This design comes from an exercise in tuning for small area on the open sky130 flow, not from production work. The RTL was checked by simulation tests, not by an equivalence proof against the original design. Power is estimated from default activity; no workload was simulated.

[flow/run.sh]
#!/bin/bash
# synth_recipe.tcl (not shown) runs the flow's synth.tcl, then flattens the netlist and writes it again
# the make line also repeats each setting of config.mk as NAME=value (left out here)
make -C /OpenROAD-flow-scripts/flow DESIGN_CONFIG=/design/flow/config.mk WORK_HOME=/design/flow/orfs CLKGATE_MAP_FILE= SYNTH_SCRIPT=/design/flow/synth_recipe.tcl finish
[flow/design.v]
package run_pkg;
  localparam int unsigned DATA_W   = 32;
  localparam int unsigned ADDR_W   = 5;
  localparam int unsigned NUM_REGS = 2 ** ADDR_W;
endpackage : run_pkg
module run #(
  parameter int unsigned DATA_W = run_pkg::DATA_W,
  parameter int unsigned ADDR_W = run_pkg::ADDR_W
) (
  input  logic              clk,
  input  logic              rst_n,
  input  logic [ADDR_W-1:0] read_reg_1,
  input  logic [ADDR_W-1:0] read_reg_2,
  input  logic [ADDR_W-1:0] write_reg,
  input  logic              reg_write,
  input  logic [DATA_W-1:0] write_data,
  output logic [DATA_W-1:0] read_data_1,
  output logic [DATA_W-1:0] read_data_2,
  input  logic [ADDR_W-1:0] dbg_sel,
  output logic [DATA_W-1:0] register_files,
  output logic [DATA_W-1:0] memory
);
  localparam int unsigned NumRegs = 2 ** ADDR_W;
  logic [DATA_W-1:0] regs_q [NumRegs];
  logic [DATA_W-1:0] memory_q;
  logic              write_en;
  assign write_en = reg_write && (write_reg != '0);
  always_ff @(posedge clk or negedge rst_n) begin
    if (!rst_n) begin
      for (int i = 0; i < NumRegs; i++) begin
        regs_q[i] <= '0;
      end
      memory_q <= '0;
    end else if (write_en) begin
      regs_q[write_reg] <= write_data;
      memory_q          <= write_data;
    end
  end
  assign read_data_1    = regs_q[read_reg_1];
  assign read_data_2    = regs_q[read_reg_2];
  assign register_files = regs_q[dbg_sel];
  assign memory         = memory_q;
endmodule
[flow/config.mk]
export PLATFORM = sky130hd
export DESIGN_NAME = run
export DESIGN_NICKNAME = run
export VERILOG_FILES = /design/flow/design.v
export SDC_FILE = /design/flow/constraint.sdc
export NUM_CORES = 4
export LEC_CHECK = 0
export CAP_MARGIN = 20
export CORE_MARGIN = 2
export CORE_UTILIZATION = 30
export PLACE_DENSITY = 0.38
export SLEW_MARGIN = 20
[flow/constraint.sdc]
create_clock -name core_clock -period 8.0 [get_ports {clk}]
set_input_delay 1.6000 -clock core_clock [delete_from_list [all_inputs] [get_ports {clk}]]
set_output_delay 1.6000 -clock core_clock [all_outputs]
set_load 0.01 [all_outputs]
==> summary.txt, run 1 <==
Global route:
- The met2 capacity usage during global routing is 0.614.
- The largest net degree at the start of global routing is 157.
- met2 is the most crowded layer.
- After global routing the overflow that remains totals 0.
- The via count of the first global-routing pass is 57000.
- The initial antenna violation count was 43.
- For this run, global-route usage on met3 was measured as 0.166.
- The first global-routing pass estimated 590000 um of wire.
- The combined global-route utilization of all metal layers is 0.448.
- The met1 track demand over resource is 0.576.

Critical path:
- The longest individual stage delay on the worst path is 0.68 ns.
- The startpoint of the most critical register-to-register path is regs_q[13][29].
- STA classifies the critical path startpoint as a primary input.
- The signal on the critical path passes through buf_2, nand2_1, buf_4, nor2_4, buf_4, a22oi_1, nand2_1, nor4_1, a21oi_1, clkdlybuf4s50_1.
- The worst endpoint data arrival time is 6.09 ns.
- The number of buffers and inverters on the critical path is 4.
- The kind of critical path is primary input to output port.
- The worst setup path is captured at an output port.
- The endpoint of the worst setup timing path is read_data_1[7].
- The number of stages on the worst setup path is 10.
- The largest fanout on the critical path is 17.
- The worst setup slack for register-to-register paths is 6.86 ns.
- The most critical setup path has its startpoint at read_reg_1[4].
- The end of the worst register-to-register path is regs_q[13][29].
- The required time of the worst setup path is 6.40 ns.
- In this design, the largest share of critical-path delay is due to buffers and inverters.
- Counting cells, the worst reg-to-reg path comes to 1.
- The largest individual stage delay along the critical path comes from the cell sky130_fd_sc_hd__buf_2.

CTS:
- The number of gates resized after cts is 0.
- In this run the number of H-tree levels came out at 4.
- The clock insertion delay at the later pin of the skew report is 0.83 ns.
- The post-CTS setup-driven buffer insertion count is 0.
- The master cell of the clock root buffer is sky130_fd_sc_hd__clkbuf_16.
- Counting the buffers created by CTS gives 135.
- The buffer levels on the longest clock path is 3.
- The hold-fix buffer count after cts is 0.
- TritonCTS built the clock tree.
- Clock tree synthesis found a total of 1056 sinks.
- The clock-pin transition on the worst setup and hold timing paths is 0.05 ns.

Yosys:
- Measured against the total synthesized area, the mux share comes to 0.208.
- Among all flip-flop cells after synthesis, the most frequent one is sky130_fd_sc_hd__dfrtp_1.
- The synthesized-area fraction occupied by ao, oa, aoi and oai cells was 0.206.
- Of the total synthesized cell area, the portion taken by XOR and XNOR cells is 0.
- By area, the combinational part of the netlist is dominated by multiplexers.
- Counting flops with a built-in enable in the synthesized netlist gives 0.
- The post-synthesis average cell area is 10.7 um2.
- The simple-gate share of the synthesized area is 0.0922.
- The post-synthesis sequential element count is 1056.
- The post-synthesis async set-or-reset flop share is 1.00.
- The number of nets handed over by synthesis was 5522.
- In this run, distinct cell masters in the synthesized netlist total 73.
- Synthesis produced 5467 cells.
- The fraction of the yosys area taken by sequential cells is 0.452.
- Yosys printed 2 warnings.
- Of the total synthesized cell area, the portion taken by full adders, half adders and majority gates is 0.
- The area of the mapped netlist is 0.0585 mm2.

STA:
- The relative max-transition margin is 0.105.
- The hold violation count in the final report is 0.
- Dividing the final minimum period by the clock period gives 0.961.
- The peak clock frequency supported by timing is 130 MHz.
- At the pin with the least slew margin, the transition time is 1.34 ns.
- The final hold slack is 0.429 ns.
- The clock skew is 0 ns.
- Setup violations remaining at the end of the flow were counted as 0.
- The number of max-slew violations in the final report is 0.
- The final total negative setup slack is 0 ns.
- The minimum period implied by the final worst setup slack is 7.69 ns.
- Setup repair after global routing left no endpoint under its margin.

Floorplan:
- The die is 445 um tall.
- The core region area is 0.194 mm2.
- The number of top-level design ports is 183.
- The width of the chip is 445 um.
- The die covers 0.198 mm2.
- The cell row count is 162.
- The initial core utilization is 0.301.

Detailed routing:
- The detail-routed net length per standard cell is 55.3 um.
- Wires add up to 457000 um.
- The detailed-route DRC error count is 0.
- For this block, the via count after detailed routing is 61700.
- The length of the first detailed-routing pass in iterations is 13.
- In this run the remaining antenna-violating nets after routing total 0.
- The first routing iteration left 12300 violations.
- The detailed-route vias per instance is 7.45.

Final layout:
- The area growth from synthesis to final layout is 20.0%.
- In the final layout, the share of cells above drive strength 1 is 0.321.
- The post-layout net count is 5667.

Placement:
- The detailed placement HPWL is 297000 um.
- The routability-driven placement congestion ratio is 1.04.
- The number of input and output port buffers inserted is 182.

Run:
- Across the run, the number of max-cap violations was 0.

Pwr:
- The maximum resistive drop on vdd is 0.228 mV.
- The power density over the cells is 246 mW/mm2.
- For this design the static power due to leakage is 29.6 nW.

Outcome:
- The flow ran to the end and the layout has no timing, DRC or antenna violations.

Min path:
- In this run the worst hold path is classified as register to register.
## cell usage after synthesis (11+ instances only)
master                      number  area share
sky130_fd_sc_hd__mux2_2       1039        0.20
sky130_fd_sc_hd__a32oi_1        15      0.0022
sky130_fd_sc_hd__clkbuf_1      303       0.019
sky130_fd_sc_hd__o32a_1         14      0.0024
sky130_fd_sc_hd__nor2_1        246       0.016
sky130_fd_sc_hd__nand3b_1       11      0.0014
sky130_fd_sc_hd__nand3_1        76      0.0065
sky130_fd_sc_hd__and3_1         15      0.0016
sky130_fd_sc_hd__nor4_1         60      0.0064
sky130_fd_sc_hd__a2111oi_0      14      0.0021
sky130_fd_sc_hd__nand2b_1       14      0.0015
sky130_fd_sc_hd__a21oi_1       136       0.012
sky130_fd_sc_hd__and4_1         11      0.0016
sky130_fd_sc_hd__a22oi_1      1185        0.15
sky130_fd_sc_hd__buf_2         191       0.016
sky130_fd_sc_hd__nand4_1       131       0.014
sky130_fd_sc_hd__mux2i_1        40      0.0068
sky130_fd_sc_hd__inv_1          15     0.00096
sky130_fd_sc_hd__a221oi_1       39      0.0058
sky130_fd_sc_hd__a31oi_1        16      0.0017
sky130_fd_sc_hd__nand2_1       391       0.025
sky130_fd_sc_hd__a22o_1         45      0.0067
sky130_fd_sc_hd__dfrtp_1      1056        0.45
sky130_fd_sc_hd__buf_4          13      0.0017
sky130_fd_sc_hd__buf_1          57      0.0037
sky130_fd_sc_hd__o21ai_0        43      0.0037
sky130_fd_sc_hd__nor2_2         16      0.0017
sky130_fd_sc_hd__nor3_1         85      0.0073
sky130_fd_sc_hd__nor2b_1        15      0.0016
sky130_fd_sc_hd__a222oi_1       35      0.0060
## cell type report
type                    count  area [um2]
diodes                     27        67.6
clock buffers             186        3910
well taps                2542        3180
fillers                 19400      124000
repair buffers            574        5510
flip-flops and latches   1056       26400
inverters                  15        56.3
clock inverters            45         485
multi-input cells        3830       30500
## logic make-up after synthesis
group                  after synthesis
DFF                               1056
muxes                             1081
AOI/OAI and AO/OA                 1619
and+or+nand+nor                   1130
buffers and inverters              581
## per-stage QoR
| stage | worst slack [ns] | cells | area (um2) | utilization | total power, W |
|---|---|---|---|---|---|
| floorplan | 3.14 | 5467 | 58500 | - | 0.00876 |
| global placement | 0.648 | 8011 | 65600 | 0.338 | 0.0108 |
| detailed placement | 0.709 | 8016 | 65700 | 0.338 | 0.0108 |
| CTS | 0.674 | 8247 | 70100 | 0.361 | 0.0171 |
| global route | 0.468 | 8250 | 70100 | 0.361 | 0.0176 |
| finish | 0.309 | 8275 | 70200 | 0.361 | 0.0172 |
## state kept, by name, indices dropped and copies added, names as in the netlist
register / cells
regs_q: 1024
memory_q: 32
## layer usage
layer  part of all wire  wire length (um)
met5            0.00058               266
met3               0.13             57300
met4              0.088             40400
met2               0.40            182000
met1               0.39            178000
## cell usage in the layout, fill, tap and decap left out, types with 16 or more instances in the layout
cell,n
sky130_fd_sc_hd__nand4_1,131
sky130_fd_sc_hd__mux2i_1,40
sky130_fd_sc_hd__buf_4,323
sky130_fd_sc_hd__o21ai_0,43
sky130_fd_sc_hd__clkbuf_16,138
sky130_fd_sc_hd__buf_2,27
sky130_fd_sc_hd__a31oi_1,16
sky130_fd_sc_hd__a22o_1,45
sky130_fd_sc_hd__a222oi_1,35
sky130_fd_sc_hd__nor2_1,149
sky130_fd_sc_hd__nor4_1,59
sky130_fd_sc_hd__nor2_4,110
sky130_fd_sc_hd__clkbuf_8,28
sky130_fd_sc_hd__dfrtp_1,1056
sky130_fd_sc_hd__mux2_2,1039
sky130_fd_sc_hd__diode_2,27
sky130_fd_sc_hd__clkdlybuf4s50_1,153
sky130_fd_sc_hd__a21oi_1,136
sky130_fd_sc_hd__nor3_1,84
sky130_fd_sc_hd__nand3_1,74
sky130_fd_sc_hd__buf_12,68
sky130_fd_sc_hd__clkinv_2,17
sky130_fd_sc_hd__a22oi_1,1185
sky130_fd_sc_hd__nand2_1,378
sky130_fd_sc_hd__a221oi_1,39
sky130_fd_sc_hd__clkbuf_1,20
## power breakdown
part,internal [W],switching [W],total [W]
Combinational,0.00134,0.00150,0.00284
Clock,0.00361,0.00267,0.00628
Sequential,0.00634,0.00179,0.00813
## how the worst min path moves through the flow
| stage | cells after the start | from | to |
|---|---|---|---|
| after floorplan | 1 | regs_q[0][19] | regs_q[0][19] |
| after global routing | 0 | regs_q[0][16] | regs_q[0][16] |
| after global placement | 0 | regs_q[0][25] | regs_q[0][25] |
| after CTS | 0 | regs_q[0][25] | regs_q[0][25] |
| final | 0 | regs_q[0][15] | regs_q[0][15] |
| after detailed placement | 0 | regs_q[0][25] | regs_q[0][25] |
==> run 2: changes to the inputs <==
--- a/flow/design.v
+++ b/flow/design.v
@@ -5,2 +5,32 @@
 endpackage : run_pkg
+module run_aoi222 (
+  input  logic a1, a2, b1, b2, c1, c2,
+  output logic y
+);
+  assign y = ~((a1 & a2) | (b1 & b2) | (c1 & c2));
+endmodule
+module run_rd_tail (
+  input  logic [9:0] yn,
+  input  logic       s,
+  input  logic       d,
+  output logic       o
+);
+  assign o = ~(&yn) | (s & d);
+endmodule
+module run_rd_bit (
+  input  logic [31:1] sel,
+  input  logic [31:1] d,
+  output logic        o
+);
+  logic [9:0] yn;
+  for (genvar g = 0; g < 10; g++) begin : g_aoi
+    run_aoi222 u_aoi (
+      .a1(sel[3*g+1]), .a2(d[3*g+1]),
+      .b1(sel[3*g+2]), .b2(d[3*g+2]),
+      .c1(sel[3*g+3]), .c2(d[3*g+3]),
+      .y (yn[g])
+    );
+  end
+  run_rd_tail u_tail (.yn(yn), .s(sel[31]), .d(d[31]), .o(o));
+endmodule
 module run #(
@@ -23,21 +53,44 @@
   localparam int unsigned NumRegs = 2 ** ADDR_W;
-  logic [DATA_W-1:0] regs_q [NumRegs];
-  logic [DATA_W-1:0] memory_q;
-  logic              write_en;
+  logic [NumRegs-1:0][DATA_W-1:0] data_q;
+  logic [NumRegs-1:0]             valid_q;
+  logic [DATA_W-1:0]              memory_q;
+  logic                           write_en;
   assign write_en = reg_write && (write_reg != '0);
+  always_ff @(posedge clk) begin
+    for (int i = 1; i < NumRegs; i++) begin
+      if (write_en && write_reg == i) data_q[i] <= write_data;
+    end
+  end
   always_ff @(posedge clk or negedge rst_n) begin
     if (!rst_n) begin
-      for (int i = 0; i < NumRegs; i++) begin
-        regs_q[i] <= '0;
-      end
+      valid_q <= '0;
+    end else if (write_en) begin
+      valid_q[write_reg] <= 1'b1;
+    end
+  end
+  always_ff @(posedge clk or negedge rst_n) begin
+    if (!rst_n) begin
       memory_q <= '0;
     end else if (write_en) begin
-      regs_q[write_reg] <= write_data;
-      memory_q          <= write_data;
+      memory_q <= write_data;
     end
   end
-  assign read_data_1    = regs_q[read_reg_1];
-  assign read_data_2    = regs_q[read_reg_2];
-  assign register_files = regs_q[dbg_sel];
-  assign memory         = memory_q;
+  logic [NumRegs-1:1] sel_1, sel_2, sel_d;
+  always_comb begin
+    for (int i = 1; i < NumRegs; i++) begin
+      sel_1[i] = (read_reg_1 == i) & valid_q[i];
+      sel_2[i] = (read_reg_2 == i) & valid_q[i];
+      sel_d[i] = (dbg_sel    == i) & valid_q[i];
+    end
+  end
+  for (genvar b = 0; b < DATA_W; b++) begin : g_bit
+    logic [NumRegs-1:1] col;
+    for (genvar i = 1; i < NumRegs; i++) begin : g_col
+      assign col[i] = data_q[i][b];
+    end
+    run_rd_bit u_rd1 (.sel(sel_1), .d(col), .o(read_data_1[b]));
+    run_rd_bit u_rd2 (.sel(sel_2), .d(col), .o(read_data_2[b]));
+    run_rd_bit u_rdd (.sel(sel_d), .d(col), .o(register_files[b]));
+  end
+  assign memory = memory_q;
 endmodule
--- a/flow/config.mk
+++ b/flow/config.mk
@@ -12 +12,3 @@
 export SLEW_MARGIN = 20
+export SYNTH_HIERARCHICAL = 1
+export SYNTH_MINIMUM_KEEP_SIZE = 0
==> summary.txt, run 2 <==
Outcome:
- Result of the run: timing/DRC/antenna clean (unchanged).

Floorplan:
- The number of top-level design ports is 183 (unchanged).
- The width of the chip was 394 um (was 445 um).
- The core region area is 0.152 mm2 (was 0.194 mm2).
- The area enclosed by the die boundary is 0.155 mm2 (was 0.198 mm2).
- The cell row count was 143 (was 162).
- The initial core utilization came to 0.301 (about the same).
- The die boundary height is 394 um (was 445 um).

STA:
- The final worst-path cycle share is 0.880 (was 0.961).
- The slew at the pin closest to its max-slew limit is 1.17 ns (was 1.34 ns).
- The minimum period implied by the final worst setup slack is 7.04 ns (was 7.69 ns).
- The peak clock frequency supported by timing is 142 MHz (was 130 MHz).
- The number of endpoints failing setup at the final stage came to 0 (unchanged).
- The number of max-slew violations in the final report is 0 (unchanged).
- The clock skew is 0 ns (unchanged).
- The final total negative setup slack is 0 ns (unchanged).
- The relative max-transition margin was 0.216 (was 0.105).
- Setup repair after global routing missed its margin: false (unchanged).
- The hold violation count in the final report came to 0 (unchanged).

Final layout:
- The summed area of non-filler cells in the final layout came to 0.0564 mm2 (was 0.0702 mm2).
- The area growth from synthesis to final layout is 23.6% (was 20.0%).
- The post-layout net count was 3288 (was 5667).
- The post-route core utilization came to 0.372 (was 0.361).
- The flip-flop count of the largest register after layout is 992 (was 1024).
- The commonest non-fill, non-tap cell in the layout is sky130_fd_sc_hd__edfxtp_1 (was sky130_fd_sc_hd__a22oi_1).
- The share of layout cells above drive strength 1 is 0.154 (was 0.321).
- The filler cell count came to 14200 (was 19400).
- Commonest cells after routing, fill and taps aside: sky130_fd_sc_hd__edfxtp_1, sky130_fd_sc_hd__a222oi_1, sky130_fd_sc_hd__nand2_1 (was sky130_fd_sc_hd__a22oi_1, sky130_fd_sc_hd__dfrtp_1, sky130_fd_sc_hd__mux2_2).
- The number of non-filler instances in the completed layout is 5361 (was 8275).
- Largest registers: data_q (992), memory_q (32), valid_q (31) (was regs_q (1024), memory_q (32)).
- The register with the most flip-flops is data_q (was regs_q).

CTS:
- The clock-pin transition on the worst setup and hold timing paths is 0.05 ns (about the same).
- The master cell of the clock root buffer is sky130_fd_sc_hd__clkbuf_16 (unchanged).
- The number of gates resized after cts came to 0 (unchanged).
- The clock insertion delay at the later pin of the skew report is 0.75 ns (was 0.83 ns).
- The post-CTS setup-driven buffer insertion count came to 0 (unchanged).
- The number of clock buffers inserted by TritonCTS is 131 (was 135).
- The clock sink count came to 1055 (was 1056).
- The CTS H-tree depth is 4 (unchanged).
- The hold-fix buffer count after cts is 0 (unchanged).
- The TritonCTS clock tree is yes (unchanged).
- The buffer levels on the longest clock path is 3 (unchanged).

Critical path:
- The largest fanout on the critical path came to 20 (was 17).
- The required time of the worst setup path is 6.40 ns (about the same).
- The startpoint of the most critical register-to-register path is valid_q[5] (was regs_q[13][29]).
- Series of cell instances along the critical path: clkdlybuf4s50_1, nor2b_1, and3_2, buf_4, a222oi_1, nand4_1, a2111o_1, clkdlybuf4s50_1 (was buf_2, nand2_1, buf_4, nor2_4, buf_4, a22oi_1, nand2_1, nor4_1, a21oi_1, clkdlybuf4s50_1).
- The startpoint type of the worst setup path was a primary input (unchanged).
- The worst endpoint data arrival time was 5.44 ns (was 6.09 ns).
- The cell at the slowest stage of the critical path is sky130_fd_sc_hd__and3_2 (was sky130_fd_sc_hd__buf_2).
- The total buffers and inverters traversed by the critical path was 3 (was 4).
- The end of the worst register-to-register path is valid_q[5] (was regs_q[13][29]).
- The depth of the most critical reg-to-reg path is 1 (unchanged).
- The kind of critical path was primary input to output port (unchanged).
- The worst setup slack for register-to-register paths is 7.16 ns (was 6.86 ns).
- The cell that appears most often on the critical path is sky130_fd_sc_hd__clkdlybuf4s50_1.
- The endpoint type of the worst setup path was an output port (unchanged).
- The launching instance or port of the critical path is read_reg_2[2] (was read_reg_1[4]).
- The cell type group with the largest total delay on the critical path is buffers and inverters (unchanged).
- The longest individual stage delay on the worst path is 0.86 ns (was 0.68 ns).

Min path:
- The worst min-delay path category is register to register (unchanged).
- The cell depth of the worst hold path is 2 (was 0).
- The startpoint of the lowest-slack hold path was memory_q[13] (was regs_q[0][15]).
- The worst min-delay path endpoint is memory_q[13] (was regs_q[0][15]).

Pwr:
- The power density over the cells is 240 mW/mm2 (was 246 mW/mm2).
- The maximum resistive drop on vdd is 0.143 mV (was 0.228 mV).
- The standby leakage power is 18.5 nW (was 29.6 nW).

Yosys:
- The most numerous cell in the Yosys netlist was sky130_fd_sc_hd__edfxtp_1 (was sky130_fd_sc_hd__a22oi_1).
- Ranking of synthesized cells by instance count: sky130_fd_sc_hd__edfxtp_1, sky130_fd_sc_hd__a222oi_1, sky130_fd_sc_hd__nand2_1, sky130_fd_sc_hd__nand4_1, sky130_fd_sc_hd__a2111o_1 (was sky130_fd_sc_hd__a22oi_1, sky130_fd_sc_hd__dfrtp_1, sky130_fd_sc_hd__mux2_2, sky130_fd_sc_hd__nand2_1, sky130_fd_sc_hd__clkbuf_1).
- The post-synthesis sequential element count is 1055 (was 1056).
- The proportion of netlist area held by the largest area contributor came to 0.653 (was 0.452).
- The number of different library cells in the post-synthesis netlist is 36 (was 73).
- The post-synthesis average cell area was 16.5 um2 (was 10.7 um2).
- The number of flops mapped to enable cells by yosys is 992 (was 0).
- The fraction of the yosys area taken by sequential cells is 0.687 (was 0.452).
- The flip-flop cell with the highest count after synthesis is sky130_fd_sc_hd__edfxtp_1 (was sky130_fd_sc_hd__dfrtp_1).
- The cell type contributing the most total cell area after synthesis is sky130_fd_sc_hd__edfxtp_1 (was sky130_fd_sc_hd__dfrtp_1).
- The gate count after technology mapping is 2758 (was 5467).
- The yosys synthesis warning count was 7 (was 2).
- Largest cells by area after synthesis: sky130_fd_sc_hd__edfxtp_1, sky130_fd_sc_hd__a222oi_1, sky130_fd_sc_hd__dfrtp_1 (was sky130_fd_sc_hd__dfrtp_1, sky130_fd_sc_hd__mux2_2, sky130_fd_sc_hd__a22oi_1).
- The area of the mapped netlist is 0.0456 mm2 (was 0.0585 mm2).
- The post-synthesis async set-or-reset flop share was 0.0597 (was 1.00).
- The post-synthesis net count is 2819 (was 5522).

Placement:
- The number of input and output port buffers inserted is 182 (unchanged).
- The post-placement cell count came to 5123 (was 8016).
- The area after detailed placement came to 0.0522 mm2 (was 0.0657 mm2).
- The routability-driven placement congestion ratio came to 0.959 (was 1.04).
- The detailed placement HPWL is 170000 um (was 297000 um).

Detailed routing:
- The detailed-route DRC error count is 0 (unchanged).
- The remaining antenna violation count after routing came to 0 (unchanged).
- The length of the first detailed-routing pass in iterations came to 13 (unchanged).
- The detailed-route vias per instance was 7.73 (was 7.45).
- The total wirelength of the detailed-routed design is 271000 um (was 457000 um).
- The detail-routed net length per standard cell was 50.5 um (was 55.3 um).
- The via count is 41400 (was 61700).
- The detailed router's first-iteration violation count is 12000 (was 12300).

Global route:
- The remaining global-route overflow came to 0 (unchanged).
- The via count of the first global-routing pass is 39400 (was 57000).
- The largest net degree at the start of global routing came to 64 (was 157).
- The initial antenna violation count was 11 (was 43).
- The combined global-route utilization of all metal layers is 0.335 (was 0.448).
- The wire length of the first global-routing pass is 354000 um (was 590000 um).

Run:
- The count of maximum capacitance violations came to 0 (unchanged).
==> run 2: per-stage QoR <==
stage,setup slack [ns],total power [W],hold WS (ns)
after floorplan,1.64,0.00686,0.447
after global placement,1.20,0.00778,0.466
after detailed placement,1.17,0.00778,0.463
after CTS,1.16,0.0135,0.485
after global routing,1.07,0.0138,0.500
final,0.961,0.0135,0.481
==> run 2: report_power, final <==
part           internal (W)  switching (W)
logic              0.000521       0.000879
clock network       0.00341        0.00239
registers           0.00617       0.000148
==> run 2: worst max path at each step <==
stage / endpoint / cells after the start / slack, ns
6_report: read_data_2[4] / 8 / 0.96
3_5_place_dp: read_data_2[4] / 8 / 1.17
4_1_cts: read_data_2[4] / 8 / 1.16
5_1_grt: read_data_2[13] / 8 / 1.07
3_3_place_gp: read_data_2[4] / 8 / 1.20
2_1_floorplan: read_data_1[0] / 6 / 1.64
==> run 2: cells by family (layout without fill, tap and decap cells) <==
family,Yosys count,count (layout),synth area share
compound gates,1088,1088,0.240
xor+xnor,4,4,0.00110
fa+ha+maj,6,6,0.00165
buf+inv,21,589,0.00197
flops,1055,1055,0.687
other cells,0,5,0
simple gates,584,584,0.0675
==> run 2: metal layers <==
metal  wire length, um  up-vias  GRT usage
li1                  -    15100          -
met1             98100    21000      0.420
met2            115000     4404      0.497
met3             40800      966      0.132
met4             17300       10      0.175
met5               144        -    0.00277
==> run 2: layout make-up <==
| cell class | count | area, um2 | share of cell area |
|---|---|---|---|
| Sequential cell | 1055 | 31400 | 0.556 |
| Multi-Input combinational cell | 1682 | 14500 | 0.258 |
| Timing Repair Buffer | 354 | 3800 | 0.0674 |
| Clock buffer | 164 | 3580 | 0.0635 |
| Tap cell | 2030 | 2540 | 0.0450 |
| Clock inverter | 68 | 536 | 0.00950 |
| Antenna cell | 5 | 12.5 | 0.000222 |
| Inverter | 3 | 11.3 | 0.000200 |
==> run 2: per-module statistics from Yosys (local to each module, per instance), excerpt <==
module       cells  area, um2  flip-flops and latches  copies in the design
run           1414      33400                    1055                     1
run_aoi222       1       10.0                       0                   960
run_rd_tail      4       27.5                       0                    96
==> run 3: changes to the inputs <==
==> flow/flow/run.sh (new file) <==
#!/bin/bash
# Standard ORFS layout (the standard.sh, standard synthesis unchanged), with two
# placement/CTS options: the port buffers use the smallest buffer cell instead of the
# default delay buffer, and CTS does not add dummy loads to balance the clock tree.
# Each tool's output goes to ORFS's own per-step logs under orfs/logs; make's output
# goes to standard.log.
set -euo pipefail
export BUFFER_PORTS_ARGS="-buffer_cell sky130_fd_sc_hd__buf_1"
export CTS_ARGS="-sink_clustering_enable -repair_clock_nets -sink_clustering_size 20 -sink_clustering_max_diameter 80 -dont_use_dummy_load"
bash standard.sh finish > standard.log 2>&1
==> flow/standard.sh (new file) <==
#!/bin/bash
# synth_recipe.tcl (not shown) runs the flow's synth.tcl, then flattens the netlist and writes it again
# the make line also repeats each setting of config.mk as NAME=value (left out here)
make -C /OpenROAD-flow-scripts/flow DESIGN_CONFIG=/design/flow/config.mk WORK_HOME=/design/flow/orfs CLKGATE_MAP_FILE= SYNTH_SCRIPT=/design/flow/synth_recipe.tcl "${@:-finish}"
--- a/flow/config.mk
+++ b/flow/config.mk
@@ -7,7 +7,9 @@
 export LEC_CHECK = 0
-export CAP_MARGIN = 20
+export CAP_MARGIN = 10
 export CORE_MARGIN = 2
-export CORE_UTILIZATION = 30
-export PLACE_DENSITY = 0.38
-export SLEW_MARGIN = 20
+export CORE_UTILIZATION = 40
+export CTS_CLUSTER_DIAMETER = 80
+export CTS_CLUSTER_SIZE = 20
+export PLACE_DENSITY = 0.5
+export SLEW_MARGIN = 10
 export SYNTH_HIERARCHICAL = 1
removed: flow/run.sh
==> summary.txt, run 3 <==
STA:
- The number of endpoints failing setup at the final stage came to 0 (unchanged).
- The clock skew is 0 ns (unchanged).
- The worst setup slack after layout is 1.54 ns (was 0.961 ns).
- The hold violation count in the final report is 0 (unchanged).
- The number of max-slew violations in the final report is 0 (unchanged).
- The peak clock frequency supported by timing was 155 MHz (was 142 MHz).
- The final hold slack was 0.478 ns (was 0.481 ns).
- The final worst-path cycle share was 0.807 (was 0.880).
- The final total negative setup slack came to 0 ns (unchanged).
- The minimum period implied by the final worst setup slack is 6.46 ns (was 7.04 ns).
- The relative max-transition margin is 0.0634 (was 0.216).
- The slew at the pin closest to its max-slew limit is 1.40 ns (was 1.17 ns).
- Setup repair after global routing missed its margin: false (unchanged).

Final layout:
- Largest registers: data_q (992), memory_q (32), valid_q (31) (unchanged).
- The summed area of non-filler cells in the final layout is 0.0509 mm2 (was 0.0564 mm2).
- The flip-flop count of the largest register after layout came to 992 (unchanged).
- The register with the most flip-flops is data_q (unchanged).
- The share of layout cells above drive strength 1 was 0.110 (was 0.154).
- The area growth from synthesis to final layout is 11.6% (was 23.6%).
- The commonest non-fill, non-tap cell in the layout is sky130_fd_sc_hd__edfxtp_1 (unchanged).
- Commonest cells after routing, fill and taps aside: sky130_fd_sc_hd__edfxtp_1, sky130_fd_sc_hd__a222oi_1, sky130_fd_sc_hd__nand2_1 (unchanged).
- The post-layout net count is 3164 (was 3288).

Yosys:
- The number of different library cells in the post-synthesis netlist came to 36 (unchanged).
- The post-synthesis sequential element count is 1055 (unchanged).
- The cell type contributing the most total cell area after synthesis is sky130_fd_sc_hd__edfxtp_1 (unchanged).
- The yosys synthesis warning count was 7 (unchanged).
- The post-synthesis async set-or-reset flop share was 0.0597 (unchanged).
- The number of flops mapped to enable cells by yosys is 992 (unchanged).
- Largest cells by area after synthesis: sky130_fd_sc_hd__edfxtp_1, sky130_fd_sc_hd__a222oi_1, sky130_fd_sc_hd__dfrtp_1 (unchanged).
- The fraction of the yosys area taken by sequential cells came to 0.687 (unchanged).
- The post-synthesis average cell area was 16.5 um2 (unchanged).
- The most numerous cell in the Yosys netlist is sky130_fd_sc_hd__edfxtp_1 (unchanged).
- The gate count after technology mapping is 2758 (unchanged).
- The post-synthesis net count came to 2819 (unchanged).
- The area of the mapped netlist was 0.0456 mm2 (unchanged).
- The proportion of netlist area held by the largest area contributor is 0.653 (unchanged).
- The flip-flop cell with the highest count after synthesis is sky130_fd_sc_hd__edfxtp_1 (unchanged).
- Ranking of synthesized cells by instance count: sky130_fd_sc_hd__edfxtp_1, sky130_fd_sc_hd__a222oi_1, sky130_fd_sc_hd__nand2_1, sky130_fd_sc_hd__nand4_1, sky130_fd_sc_hd__a2111o_1 (unchanged).

Min path:
- The cell depth of the worst hold path is 2 (unchanged).
- The startpoint of the lowest-slack hold path is memory_q[5] (was memory_q[13]).
- The worst min-delay path category is register to register (unchanged).
- The worst min-delay path endpoint is memory_q[5] (was memory_q[13]).

CTS:
- The clock sink count is 1055 (unchanged).
- The post-CTS setup-driven buffer insertion count is 0 (unchanged).
- The buffer levels on the longest clock path is 3 (unchanged).
- The number of clock buffers inserted by TritonCTS is 61 (was 131).
- The number of gates resized after cts is 0 (unchanged).
- The clock insertion delay at the later pin of the skew report is 0.70 ns (was 0.75 ns).
- The hold-fix buffer count after cts came to 0 (unchanged).
- The CTS H-tree depth is 2 (was 4).
- The clock-pin transition on the worst setup and hold timing paths is 0.06 ns (was 0.05 ns).
- The master cell of the clock root buffer is sky130_fd_sc_hd__clkbuf_16 (unchanged).
- The TritonCTS clock tree is yes (unchanged).

Global route:
- The global-route met3 utilization came to 0.156 (was 0.132).
- The initial antenna violation count is 15 (was 11).
- The most crowded layer after global routing is met2 (unchanged).
- The via count of the first global-routing pass is 38200 (was 39400).
- The largest net degree at the start of global routing was 64 (unchanged).
- The remaining global-route overflow is 0 (unchanged).
- The combined global-route utilization of all metal layers is 0.375 (was 0.335).
- The met1 track demand over resource is 0.481 (was 0.420).
- The met2 capacity usage during global routing is 0.558 (was 0.497).
- The wire length of the first global-routing pass is 305000 um (was 354000 um).

Pwr:
- The power density over the cells is 209 mW/mm2 (was 240 mW/mm2).
- The maximum resistive drop on vdd is 0.173 mV (was 0.143 mV).
- The standby leakage power is 16.3 nW (was 18.5 nW).

Critical path:
- The depth of the most critical reg-to-reg path is 1 (unchanged).
- The end of the worst register-to-register path is valid_q[10] (was valid_q[5]).
- The startpoint type of the worst setup path was a primary input (unchanged).
- The worst endpoint data arrival time was 4.86 ns (was 5.44 ns).
- The worst setup slack for register-to-register paths is 7.14 ns (was 7.16 ns).
- The required time of the worst setup path came to 6.40 ns (about the same).
- The launching instance or port of the critical path is dbg_sel[2] (was read_reg_2[2]).
- The startpoint of the most critical register-to-register path is valid_q[10] (was valid_q[5]).
- The largest fanout on the critical path is 32 (was 20).
- The kind of critical path is primary input to output port (unchanged).
- The endpoint type of the worst setup path is an output port (unchanged).

Placement:
- The area after detailed placement was 0.0494 mm2 (was 0.0522 mm2).
- The number of input and output port buffers inserted is 182 (unchanged).
- The routability-driven placement congestion ratio is 1.00 (was 0.959).
- The post-placement setup slack is 1.73 ns (was 1.17 ns).
- The detailed placement HPWL is 135000 um (was 170000 um).

Detailed routing:
- The detail-routed net length per standard cell is 49.4 um (was 50.5 um).
- The length of the first detailed-routing pass in iterations is 15 (was 13).
- The remaining antenna violation count after routing is 0 (unchanged).
- The via count is 39600 (was 41400).
- The total wirelength of the detailed-routed design came to 227000 um (was 271000 um).
- The detailed router's first-iteration violation count is 11900 (was 12000).
- The detailed-route DRC error count came to 0 (unchanged).
- The detailed-route vias per instance was 8.59 (was 7.73).

Outcome:
- Result of the run: timing/DRC/antenna clean (unchanged).

Floorplan:
- The initial core utilization was 0.405 (was 0.301).
- The number of top-level design ports came to 183 (unchanged).
- The die boundary height is 342 um (was 394 um).
- The cell row count is 123 (was 143).
- The core region area is 0.113 mm2 (was 0.152 mm2).
- The width of the chip is 342 um (was 394 um).
- The area enclosed by the die boundary is 0.117 mm2 (was 0.155 mm2).

Run:
- The count of maximum capacitance violations came to 0 (unchanged).
run 3: cell count changes in the layout (fill, tap and decap cells not counted), moves of 21 or more:
cell / before / now
sky130_fd_sc_hd__buf_1: 0 / 176
sky130_fd_sc_hd__clkinv_1: 31 / 0
sky130_fd_sc_hd__buf_12: 56 / 0
sky130_fd_sc_hd__clkbuf_1: 23 / 0
sky130_fd_sc_hd__clkbuf_16: 138 / 61
sky130_fd_sc_hd__clkdlybuf4s50_1: 175 / 0
sky130_fd_sc_hd__clkinv_2: 21 / 0
run 3: modules after synthesis (local to each module, per instance), excerpt:
module | flops+latches | cells | copies in the design
run_aoi222 | 0 | 1 | 960
run_rd_tail | 0 | 4 | 96
run | 1055 | 1414 | 1
run 3: layout make-up:
cell class	count	area [um2]
repair buffers	300	1580
well taps	1500	1880
flip-flops and latches	1055	31400
diodes	5	12.5
multi-input cells	1682	14500
fillers	9890	61900
inverters	3	11.3
clock buffers	61	1530
run 3: kinds of logic (layout without fill, tap and decap cells):
group                      Yosys count  count (layout)  synth area share
other                                0               5                 0
adders and majority gates            6               6           0.00165
DFF                               1055            1055             0.687
xor gates and xnor gates             4               4           0.00110
AOI/OAI and AO/OA                 1088            1088             0.240
buffers and inverters               21             364           0.00197
and+or+nand+nor                    584             584            0.0675
run 3: report_power, final:
group / switching (W) / internal [W] / leakage, nW
registers: 0.000133 / 0.00616 / 9.68
clock network: 0.00182 / 0.00134 / 0.752
logic: 0.000863 / 0.000335 / 5.86
total: 0.00281 / 0.00784 / 16.3
run 3: stage by stage:
step	power, W	utilization	std cells
5_1_grt	0.0109	0.451	4601
4_1_cts	0.0106	0.451	4601
3_3_place_gp	0.00753	0.438	4540
2_1_floorplan	0.00686	-	2758
6_report	0.0107	0.451	4606
3_5_place_dp	0.00755	0.438	4540
run 3: how the worst max path moves through the flow:
stage / end / slack, ns / cells past startpoint
after floorplan: read_data_1[0] / 1.64 / 6
after global placement: register_files[14] / 1.74 / 8
after detailed placement: register_files[7] / 1.73 / 8
after CTS: register_files[7] / 1.73 / 8
after global routing: read_data_1[3] / 1.59 / 7
final: register_files[7] / 1.54 / 8
run 3: critical path: stages:
cell                       delay, ns
sky130_fd_sc_hd__buf_1          0.17
sky130_fd_sc_hd__nor2b_1        0.43
sky130_fd_sc_hd__nor2b_1        0.34
sky130_fd_sc_hd__and3_2         1.14
sky130_fd_sc_hd__a222oi_1       0.37
sky130_fd_sc_hd__nand4_1        0.38
sky130_fd_sc_hd__a2111o_1       0.19
sky130_fd_sc_hd__buf_1          0.18
run 3: per-layer routing:
metal | wire length (um) | vias to the layer above
met5 | 124 | -
met4 | 11700 | 18
met3 | 40600 | 850
met2 | 96800 | 4152
met1 | 78200 | 19800
li1 | - | 14700
==> run 4: changes to the inputs <==
--- a/flow/flow/run.sh
+++ b/flow/flow/run.sh
@@ -8,3 +8,3 @@
 export BUFFER_PORTS_ARGS="-buffer_cell sky130_fd_sc_hd__buf_1"
-export CTS_ARGS="-sink_clustering_enable -repair_clock_nets -sink_clustering_size 20 -sink_clustering_max_diameter 80 -dont_use_dummy_load"
+export CTS_ARGS="-sink_clustering_enable -repair_clock_nets -sink_clustering_size 25 -sink_clustering_max_diameter 80 -dont_use_dummy_load"
 bash standard.sh finish > standard.log 2>&1
--- a/flow/config.mk
+++ b/flow/config.mk
@@ -11,3 +11,3 @@
 export CTS_CLUSTER_DIAMETER = 80
-export CTS_CLUSTER_SIZE = 20
+export CTS_CLUSTER_SIZE = 25
 export PLACE_DENSITY = 0.5
==> summary.txt, run 4 <==
Yosys:
- The gate count after technology mapping is 2758 (unchanged).
- The fraction of the yosys area taken by sequential cells is 0.687 (unchanged).
- The post-synthesis average cell area is 16.5 um2 (unchanged).
- Ranking of synthesized cells by instance count: sky130_fd_sc_hd__edfxtp_1, sky130_fd_sc_hd__a222oi_1, sky130_fd_sc_hd__nand2_1, sky130_fd_sc_hd__nand4_1, sky130_fd_sc_hd__a2111o_1 (unchanged).
- The area of the mapped netlist is 0.0456 mm2 (unchanged).
- The dominant combinational cell family by area after synthesis is compound AO/OA/AOI/OAI gates (unchanged).
- The yosys synthesis warning count came to 7 (unchanged).
- The post-synthesis adder-cell area fraction is 0.00165 (unchanged).
- The cell type contributing the most total cell area after synthesis is sky130_fd_sc_hd__edfxtp_1 (unchanged).
- The mux share of post-synthesis cell area is 0 (unchanged).
- The post-synthesis sequential element count is 1055 (unchanged).
- The proportion of netlist area held by the largest area contributor came to 0.653 (unchanged).
- The synthesized-area fraction occupied by ao, oa, aoi and oai cells is 0.240 (unchanged).
- The post-synthesis xor/xnor area fraction is 0.00110 (unchanged).
- The number of different library cells in the post-synthesis netlist is 36 (unchanged).
- The post-synthesis net count is 2819 (unchanged).
- Largest cells by area after synthesis: sky130_fd_sc_hd__edfxtp_1, sky130_fd_sc_hd__a222oi_1, sky130_fd_sc_hd__dfrtp_1 (unchanged).
- The post-synthesis async set-or-reset flop share is 0.0597 (unchanged).
- The most numerous cell in the Yosys netlist is sky130_fd_sc_hd__edfxtp_1 (unchanged).
- The simple-gate share of the synthesized area is 0.0675 (unchanged).
- The number of flops mapped to enable cells by yosys is 992 (unchanged).
- The flip-flop cell with the highest count after synthesis is sky130_fd_sc_hd__edfxtp_1 (unchanged).

Floorplan:
- The number of top-level design ports was 183 (unchanged).
- The cell row count is 123 (unchanged).
- The initial core utilization is 0.405 (unchanged).
- The width of the chip is 342 um (unchanged).
- The core region area is 0.113 mm2 (unchanged).
- The die boundary height is 342 um (unchanged).
- The area enclosed by the die boundary was 0.117 mm2 (unchanged).

Final layout:
- The filler cell count came to 9902 (was 9890).
- The commonest non-fill, non-tap cell in the layout is sky130_fd_sc_hd__edfxtp_1 (unchanged).
- The share of layout cells above drive strength 1 was 0.107 (was 0.110).
- The area used by sequential logic in the layout is 0.0314 mm2 (unchanged).
- The area growth from synthesis to final layout came to 11.1% (was 11.6%).
- Commonest cells after routing, fill and taps aside: sky130_fd_sc_hd__edfxtp_1, sky130_fd_sc_hd__a222oi_1, sky130_fd_sc_hd__nand2_1 (unchanged).
- The multi-input combinational cell area is 0.0145 mm2 (unchanged).
- The register with the most flip-flops is data_q (unchanged).
- The flip-flop count of the largest register after layout came to 992 (unchanged).
- The post-layout net count is 3156 (was 3164).
- The post-route core utilization is 0.450 (was 0.451).
- Largest registers: data_q (992), memory_q (32), valid_q (31) (unchanged).

Global route:
- The remaining global-route overflow is 0 (unchanged).
- The via count of the first global-routing pass is 38100 (was 38200).
- The largest net degree at the start of global routing is 64 (unchanged).
- The combined global-route utilization of all metal layers is 0.375 (about the same).
- The initial antenna violation count is 10 (was 15).
- The wire length of the first global-routing pass came to 305000 um (about the same).

Placement:
- The detailed placement HPWL is 135000 um (unchanged).
- The number of input and output port buffers inserted is 182 (unchanged).
- The routability-driven placement congestion ratio is 1.00 (unchanged).

Critical path:
- The startpoint type of the worst setup path is a primary input (unchanged).
- The worst endpoint data arrival time came to 4.90 ns (was 4.86 ns).
- The longest individual stage delay on the worst path is 1.15 ns (was 1.14 ns).
- The required time of the worst setup path is 6.40 ns (about the same).
- The largest fanout on the critical path came to 32 (unchanged).
- The cell type group with the largest total delay on the critical path is simple AND/OR/NAND/NOR gates (unchanged).
- The kind of critical path was primary input to output port (unchanged).
- The total buffers and inverters traversed by the critical path is 2 (unchanged).
- The cell at the slowest stage of the critical path is sky130_fd_sc_hd__and3_2 (unchanged).
- The endpoint type of the worst setup path is an output port (unchanged).
- Series of cell instances along the critical path: buf_1, nor2b_1, nor2b_1, and3_2, a222oi_1, nand4_1, a2111o_1, buf_1 (unchanged).

STA:
- The clock skew came to 0 ns (unchanged).
- The final total negative setup slack was 0 ns (unchanged).
- The relative max-transition margin is 0.0763 (was 0.0634).
- The final worst-path cycle share is 0.813 (was 0.807).
- Setup repair after global routing missed its margin: false (unchanged).
- The hold violation count in the final report came to 0 (unchanged).
- The peak clock frequency supported by timing came to 154 MHz (was 155 MHz).
- The number of max-slew violations in the final report came to 0 (unchanged).
- The minimum period implied by the final worst setup slack is 6.50 ns (was 6.46 ns).
- The slew at the pin closest to its max-slew limit is 1.39 ns (was 1.40 ns).
- The number of endpoints failing setup at the final stage came to 0 (unchanged).

Detailed routing:
- The detailed router's first-iteration violation count is 11300 (was 11900).
- The detailed-route DRC error count is 0 (unchanged).
- The remaining antenna violation count after routing was 0 (unchanged).
- The total wirelength of the detailed-routed design came to 227000 um (about the same).
- The detail-routed net length per standard cell is 49.4 um (about the same).
- The length of the first detailed-routing pass in iterations is 15 (unchanged).
- The via count is 39400 (was 39600).
- The detailed-route vias per instance is 8.58 (was 8.59).

CTS:
- The clock-pin transition on the worst setup and hold timing paths is 0.05 ns (was 0.06 ns).
- The CTS H-tree depth was 2 (unchanged).
- The hold-fix buffer count after cts is 0 (unchanged).
- The number of gates resized after cts is 0 (unchanged).
- The clock insertion delay at the later pin of the skew report is 0.68 ns (was 0.70 ns).
- The post-CTS setup-driven buffer insertion count is 0 (unchanged).
- The clock sink count is 1055 (unchanged).
- The master cell of the clock root buffer was sky130_fd_sc_hd__clkbuf_16 (unchanged).
- The number of clock buffers inserted by TritonCTS came to 53 (was 61).
- The buffer levels on the longest clock path is 3 (unchanged).
- The TritonCTS clock tree is yes (unchanged).

Pwr:
- The power density over the cells is 206 mW/mm2 (was 209 mW/mm2).
- The sequential share of power came to 0.603 (was 0.591).
- The standby leakage power is 16.2 nW (was 16.3 nW).
- The total internal power came to 0.00767 W (was 0.00784 W).
- The part of the total power dissipated in combinational logic is 0.115 (was 0.112).
- The maximum resistive drop on vdd is 0.168 mV (was 0.173 mV).
- The net switching power was 0.00275 W (was 0.00281 W).
- The total power after layout was 0.0104 W (was 0.0107 W).
- The share of power burned in the clock network was 0.282 (was 0.297).
- The switching power as a share of total power came to 0.264 (about the same).

Min path:
- The worst min-delay path category is register to register (unchanged).

Run:
- The count of maximum capacitance violations came to 0 (unchanged).

Outcome:
- Result of the run: timing/DRC/antenna clean (unchanged).
==> run 4: modules after synthesis, one instance, submodules excluded, excerpt <==
module       flip-flops and latches  times used
run                            1055           1
run_rd_tail                       0          96
run_aoi222                        0         960
==> run 4: worst min-delay path, delay by kind of cell, from the launching register on <==
kind | cells | cell delay [ns]
AND/OR/NAND/NOR | 2 | 0.11
flip-flops | 1 | 0.34
==> run 4: cell families (layout without fill, tap and decap cells) <==
family                   Yosys count  after routing
AO/OA/AOI/OAI                   1088           1088
XOR/XNOR                           4              4
AND/OR/NAND/NOR                  584            584
buffers and inverters             21            356
adder cells (fa/ha/maj)            6              6
flip-flops                      1055           1055
other                              0              3
==> run 4: stage by stage <==
| step | hold WS, ns | setup slack (ns) | cells | area (um2) |
|---|---|---|---|---|
| 4_1_cts | 0.476 | 1.73 | 4593 | 50700 |
| 3_3_place_gp | 0.457 | 1.74 | 4540 | 49400 |
| 3_5_place_dp | 0.462 | 1.73 | 4540 | 49400 |
| 2_1_floorplan | 0.447 | 1.64 | 2758 | 45600 |
| 6_report | 0.476 | 1.50 | 4596 | 50700 |
| 5_1_grt | 0.505 | 1.58 | 4593 | 50700 |
==> run 4: cell type report <==
class,instances,share of cell area
Sequential cell,1055,0.619
Multi-Input combinational cell,1682,0.287
Tap cell,1500,0.0370
Timing Repair Buffer,300,0.0311
Clock buffer,53,0.0262
Inverter,3,0.000222
Antenna cell,3,0.000148
==> run 4: routing by layer <==
metal  vias up  global-route usage  part of all wire
li1      14700                   -                 -
met1     19800               0.483              0.34
met2      4139               0.558              0.43
met3       847               0.151              0.18
met4        12               0.162             0.053
met5         -                   0           0.00055
==> run 4: final timing paths <==
kind / cells after the start / slack [ns] / end / from
worst min-delay path: 2 / 0.48 / memory_q[5] / memory_q[5]
worst max register to register: 1 / 7.14 / valid_q[10] / valid_q[10]
worst min register to register: 2 / 0.48 / memory_q[5] / memory_q[5]
max in group asynchronous: 1 / 6.21 / valid_q[29] / rst_n
min in group asynchronous: 1 / 1.09 / memory_q[30] / rst_n
worst max-delay path: 8 / 1.50 / register_files[14] / dbg_sel[2]
==> run 4: power groups by stage <==
stage / Sequential [W] / Combinational (W) / Clock, W
CTS: 0.00628 / 0.00114 / 0.00296
finish: 0.00629 / 0.00120 / 0.00294
detailed placement: 0.00641 / 0.00114 / 0
floorplan: 0.00636 / 0.000500 / 0
global route: 0.00630 / 0.00121 / 0.00314
global placement: 0.00640 / 0.00113 / 0
==> run 5: changes to the inputs <==
--- a/flow/flow/run.sh
+++ b/flow/flow/run.sh
@@ -8,3 +8,3 @@
 export BUFFER_PORTS_ARGS="-buffer_cell sky130_fd_sc_hd__buf_1"
-export CTS_ARGS="-sink_clustering_enable -repair_clock_nets -sink_clustering_size 25 -sink_clustering_max_diameter 80 -dont_use_dummy_load"
+export CTS_ARGS="-sink_clustering_enable -repair_clock_nets -sink_clustering_size 30 -sink_clustering_max_diameter 80 -dont_use_dummy_load"
 bash standard.sh finish > standard.log 2>&1
--- a/flow/config.mk
+++ b/flow/config.mk
@@ -9,6 +9,6 @@
 export CORE_MARGIN = 2
-export CORE_UTILIZATION = 40
+export CORE_UTILIZATION = 45
 export CTS_CLUSTER_DIAMETER = 80
-export CTS_CLUSTER_SIZE = 25
-export PLACE_DENSITY = 0.5
+export CTS_CLUSTER_SIZE = 30
+export PLACE_DENSITY = 0.55
 export SLEW_MARGIN = 10
==> summary.txt, run 5 <==
CTS:
- The number of gates resized after cts was 0 (unchanged).
- The clock insertion delay at the later pin of the skew report was 0.68 ns (about the same).
- The clock-pin transition on the worst setup and hold timing paths is 0.08 ns (was 0.05 ns).
- The hold-fix buffer count after cts was 0 (unchanged).
- The buffer levels on the longest clock path came to 3 (unchanged).
- The CTS H-tree depth is 2 (unchanged).
- The TritonCTS clock tree is yes (unchanged).
- The number of clock buffers inserted by TritonCTS is 51 (was 53).
- The master cell of the clock root buffer is sky130_fd_sc_hd__clkbuf_16 (unchanged).
- The clock sink count came to 1055 (unchanged).
- The post-CTS setup-driven buffer insertion count is 0 (unchanged).

Critical path:
- The cell at the slowest stage of the critical path was sky130_fd_sc_hd__a222oi_1 (was sky130_fd_sc_hd__and3_2).
- The required time of the worst setup path came to 6.40 ns (about the same).
- The number of stages on the worst setup path is 8 (unchanged).
- The worst setup slack for register-to-register paths is 7.19 ns (was 7.14 ns).
- The depth of the most critical reg-to-reg path is 1 (unchanged).
- The kind of critical path is primary input to output port (unchanged).
- The total buffers and inverters traversed by the critical path was 3 (was 2).
- The longest individual stage delay on the worst path is 0.75 ns (was 1.15 ns).
- The startpoint of the most critical register-to-register path is valid_q[26] (was valid_q[10]).
- The largest fanout on the critical path came to 18 (was 32).
- The worst endpoint data arrival time is 5.16 ns (was 4.90 ns).
- The launching instance or port of the critical path is read_reg_1[0] (was dbg_sel[2]).
- The end of the worst register-to-register path is valid_q[26] (was valid_q[10]).
- Counting stages on the worst path, the most repeated cell is sky130_fd_sc_hd__buf_1.
- Series of cell instances along the critical path: buf_1, and3b_1, and3_1, buf_4, a222oi_1, nand4_1, a2111o_1, buf_1 (was buf_1, nor2b_1, nor2b_1, and3_2, a222oi_1, nand4_1, a2111o_1, buf_1).
- The startpoint type of the worst setup path is a primary input (unchanged).
- The cell type group with the largest total delay on the critical path is simple AND/OR/NAND/NOR gates (unchanged).
- The endpoint type of the worst setup path is an output port (unchanged).
- The endpoint of the worst setup timing path is read_data_1[22] (was register_files[14]).

Yosys:
- The cell type contributing the most total cell area after synthesis is sky130_fd_sc_hd__edfxtp_1 (unchanged).
- The number of flops mapped to enable cells by yosys was 992 (unchanged).
- Largest cells by area after synthesis: sky130_fd_sc_hd__edfxtp_1, sky130_fd_sc_hd__a222oi_1, sky130_fd_sc_hd__dfrtp_1 (unchanged).
- Ranking of synthesized cells by instance count: sky130_fd_sc_hd__edfxtp_1, sky130_fd_sc_hd__a222oi_1, sky130_fd_sc_hd__nand2_1, sky130_fd_sc_hd__nand4_1, sky130_fd_sc_hd__a2111o_1 (unchanged).
- The number of different library cells in the post-synthesis netlist is 36 (unchanged).
- The yosys synthesis warning count is 7 (unchanged).
- The post-synthesis net count was 2819 (unchanged).
- The post-synthesis async set-or-reset flop share is 0.0597 (unchanged).
- The most numerous cell in the Yosys netlist is sky130_fd_sc_hd__edfxtp_1 (unchanged).
- The area of the mapped netlist is 0.0456 mm2 (unchanged).
- The flip-flop cell with the highest count after synthesis is sky130_fd_sc_hd__edfxtp_1 (unchanged).
- The fraction of the yosys area taken by sequential cells came to 0.687 (unchanged).
- The gate count after technology mapping is 2758 (unchanged).
- The proportion of netlist area held by the largest area contributor was 0.653 (unchanged).
- The post-synthesis average cell area is 16.5 um2 (unchanged).
- The post-synthesis sequential element count is 1055 (unchanged).

Outcome:
- Result of the run: timing/DRC/antenna clean (unchanged).

Global route:
- The global-route met3 utilization is 0.156 (was 0.151).
- The met1 track demand over resource was 0.553 (was 0.483).
- The most crowded layer after global routing is met2 (unchanged).
- The remaining global-route overflow is 0 (unchanged).
- The wire length of the first global-routing pass is 302000 um (was 305000 um).
- The initial antenna violation count is 8 (was 10).
- The largest net degree at the start of global routing was 64 (unchanged).
- The combined global-route utilization of all metal layers is 0.420 (was 0.375).
- The met2 capacity usage during global routing is 0.610 (was 0.558).
- The via count of the first global-routing pass is 37400 (was 38100).

Min path:
- The worst min-delay path category is register to register (unchanged).
- The startpoint of the lowest-slack hold path is memory_q[0] (was memory_q[5]).

STA:
- The minimum period implied by the final worst setup slack was 6.76 ns (was 6.50 ns).
- The number of endpoints failing setup at the final stage is 0 (unchanged).
- The worst setup slack after layout is 1.24 ns (was 1.50 ns).
- The final total negative setup slack is 0 ns (unchanged).
- The final worst-path cycle share came to 0.845 (was 0.813).
- The hold violation count in the final report is 0 (unchanged).
- The number of max-slew violations in the final report was 0 (unchanged).
- The clock skew is 0 ns (unchanged).
- Setup repair after global routing missed its margin: false (unchanged).
- The peak clock frequency supported by timing is 148 MHz (was 154 MHz).
- The slew at the pin closest to its max-slew limit is 1.41 ns (was 1.39 ns).
- The relative max-transition margin was 0.0606 (was 0.0763).

Final layout:
- The area growth from synthesis to final layout is 10.9% (was 11.1%).
- The flip-flop count of the largest register after layout was 992 (unchanged).
- The post-route core utilization is 0.504 (was 0.450).
- The register with the most flip-flops is data_q (unchanged).
- The summed area of non-filler cells in the final layout was 0.0506 mm2 (was 0.0507 mm2).
- The commonest non-fill, non-tap cell in the layout is sky130_fd_sc_hd__edfxtp_1 (unchanged).
- The post-layout net count came to 3172 (was 3156).
- The share of layout cells above drive strength 1 is 0.105 (was 0.107).
- Largest registers: data_q (992), memory_q (32), valid_q (31) (unchanged).
- Commonest cells after routing, fill and taps aside: sky130_fd_sc_hd__edfxtp_1, sky130_fd_sc_hd__a222oi_1, sky130_fd_sc_hd__nand2_1 (unchanged).

Floorplan:
- The number of top-level design ports was 183 (unchanged).
- The die boundary height is 322 um (was 342 um).
- The width of the chip is 322 um (was 342 um).
- The area enclosed by the die boundary was 0.104 mm2 (was 0.117 mm2).
- The initial core utilization is 0.455 (was 0.405).
- The core region area is 0.100 mm2 (was 0.113 mm2).
- The cell row count came to 116 (was 123).

Placement:
- The post-placement setup slack is 1.58 ns (was 1.73 ns).
- The number of input and output port buffers inserted was 182 (unchanged).
- The detailed placement HPWL came to 130000 um (was 135000 um).
- The area after detailed placement came to 0.0493 mm2 (was 0.0494 mm2).
- The routability-driven placement congestion ratio is 0.955 (was 1.00).

Pwr:
- The total power after layout is 0.0104 W (about the same).
- The standby leakage power is 16.3 nW (was 16.2 nW).
- The power density over the cells is 205 mW/mm2 (was 206 mW/mm2).
- The maximum resistive drop on vdd is 0.163 mV (was 0.168 mV).

Detailed routing:
- The remaining antenna violation count after routing is 0 (unchanged).
- The via count came to 39700 (was 39400).
- The detail-routed net length per standard cell is 50.2 um (was 49.4 um).
- The detailed-route vias per instance is 8.89 (was 8.58).
- The detailed-route DRC error count is 0 (unchanged).
- The length of the first detailed-routing pass in iterations is 15 (unchanged).
- The total wirelength of the detailed-routed design is 224000 um (was 227000 um).
- The detailed router's first-iteration violation count is 12500 (was 11300).

Run:
- The count of maximum capacitance violations is 0 (unchanged).
-- run 5: how the worst min path moves through the flow --
stage	end	slack, ns	cells past startpoint
final	memory_q[0]	0.48	2
after global routing	memory_q[26]	0.50	2
after floorplan	valid_q[18]	0.45	1
after CTS	memory_q[0]	0.48	2
after detailed placement	memory_q[2]	0.46	2
after global placement	memory_q[21]	0.46	2
-- run 5: logic make-up (layout without fill, tap and decap cells) --
group           Yosys count  in the layout  share of synthesized area
fa+ha+maj                 6              6                    0.00165
xor+xnor                  4              4                    0.00110
other cells               0              5                          0
simple gates            584            584                     0.0675
compound gates         1088           1088                      0.240
buf+inv                  21            372                    0.00197
flops                  1055           1055                      0.687
-- run 5: layout make-up --
| class | instances | area (um2) |
|---|---|---|
| sequential | 1055 | 31400 |
| clock buffer | 51 | 1280 |
| inverter | 3 | 11.3 |
| fill | 8363 | 49700 |
| tap | 1357 | 1700 |
| antenna | 5 | 12.5 |
| multi-input combinational | 1682 | 14500 |
| timing repair buffer | 318 | 1710 |
-- run 5: power breakdown --
part | switching, W | internal (W) | leakage [nW]
registers | 0.000122 | 0.00616 | 9.68
clock network | 0.00173 | 0.00114 | 0.629
logic | 0.000867 | 0.000338 | 5.95
-- run 5: per-module statistics from Yosys, one instance, submodules excluded, a selection --
module       area [um2]  times used
run               33400           1
run_rd_tail        27.5          96
run_aoi222         10.0         960
-- run 5: per-layer routing --
layer	wire length, um	share of wire
met1	76800	0.34
met2	93700	0.42
met3	39600	0.18
met4	14200	0.063
met5	69	0.00031
-- run 5: stage by stage --
stage	hold WS (ns)	instances
floorplan	0.447	2758
global placement	0.456	4415
detailed placement	0.462	4415
CTS	0.481	4466
global route	0.503	4466
finish	0.479	4471

## re-timing with driven ports
How much do the figures lean on ideal ports? The routed layouts below were timed once more, with nothing changed but the port constraints. Step 1 (the two cells are an assumption about what drives the block):
set clk [get_ports {clk}]
set_driving_cell -lib_cell sky130_fd_sc_hd__clkbuf_16 $clk
set_driving_cell -lib_cell sky130_fd_sc_hd__buf_2 [delete_from_list [all_inputs] $clk]
Step 2 also shifts input and output timing later by t, the mid clock arrival at the registers, as if the neighbouring blocks saw the same clock. Slacks: no drivers / after step 1 / after step 2; pairs: no drivers / after step 1.
run | shift t [ns] | setup slack, ns | worst hold slack (ns) | worst setup path at the end | latest minus earliest clock arrival (ns)
run 1 | 0.928 | 0.309 / 0.284 / 0.284 | 0.429 / 0.429 / 0.429 | input to output | 0.051 / 0.051
run 2 | 0.830 | 0.961 / 0.874 / 0.874 | 0.481 / 0.481 / 0.481 | input to output | 0.026 / 0.026
run 3 | 0.782 | 1.541 / 1.509 / 1.509 | 0.478 / 0.478 / 0.478 | input to output | 0.068 / 0.068
run 4 | 0.764 | 1.497 / 1.466 / 1.466 | 0.476 / 0.476 / 0.476 | input to output | 0.089 / 0.089
run 5 | 0.761 | 1.239 / 1.215 / 1.215 | 0.479 / 0.479 / 0.479 | input to output | 0.062 / 0.062
After both steps setup and hold are still met in every run listed. For run 2, which loses most, drivers alone change the setup slack by -0.087 ns; drivers and shift together by -0.087 ns.
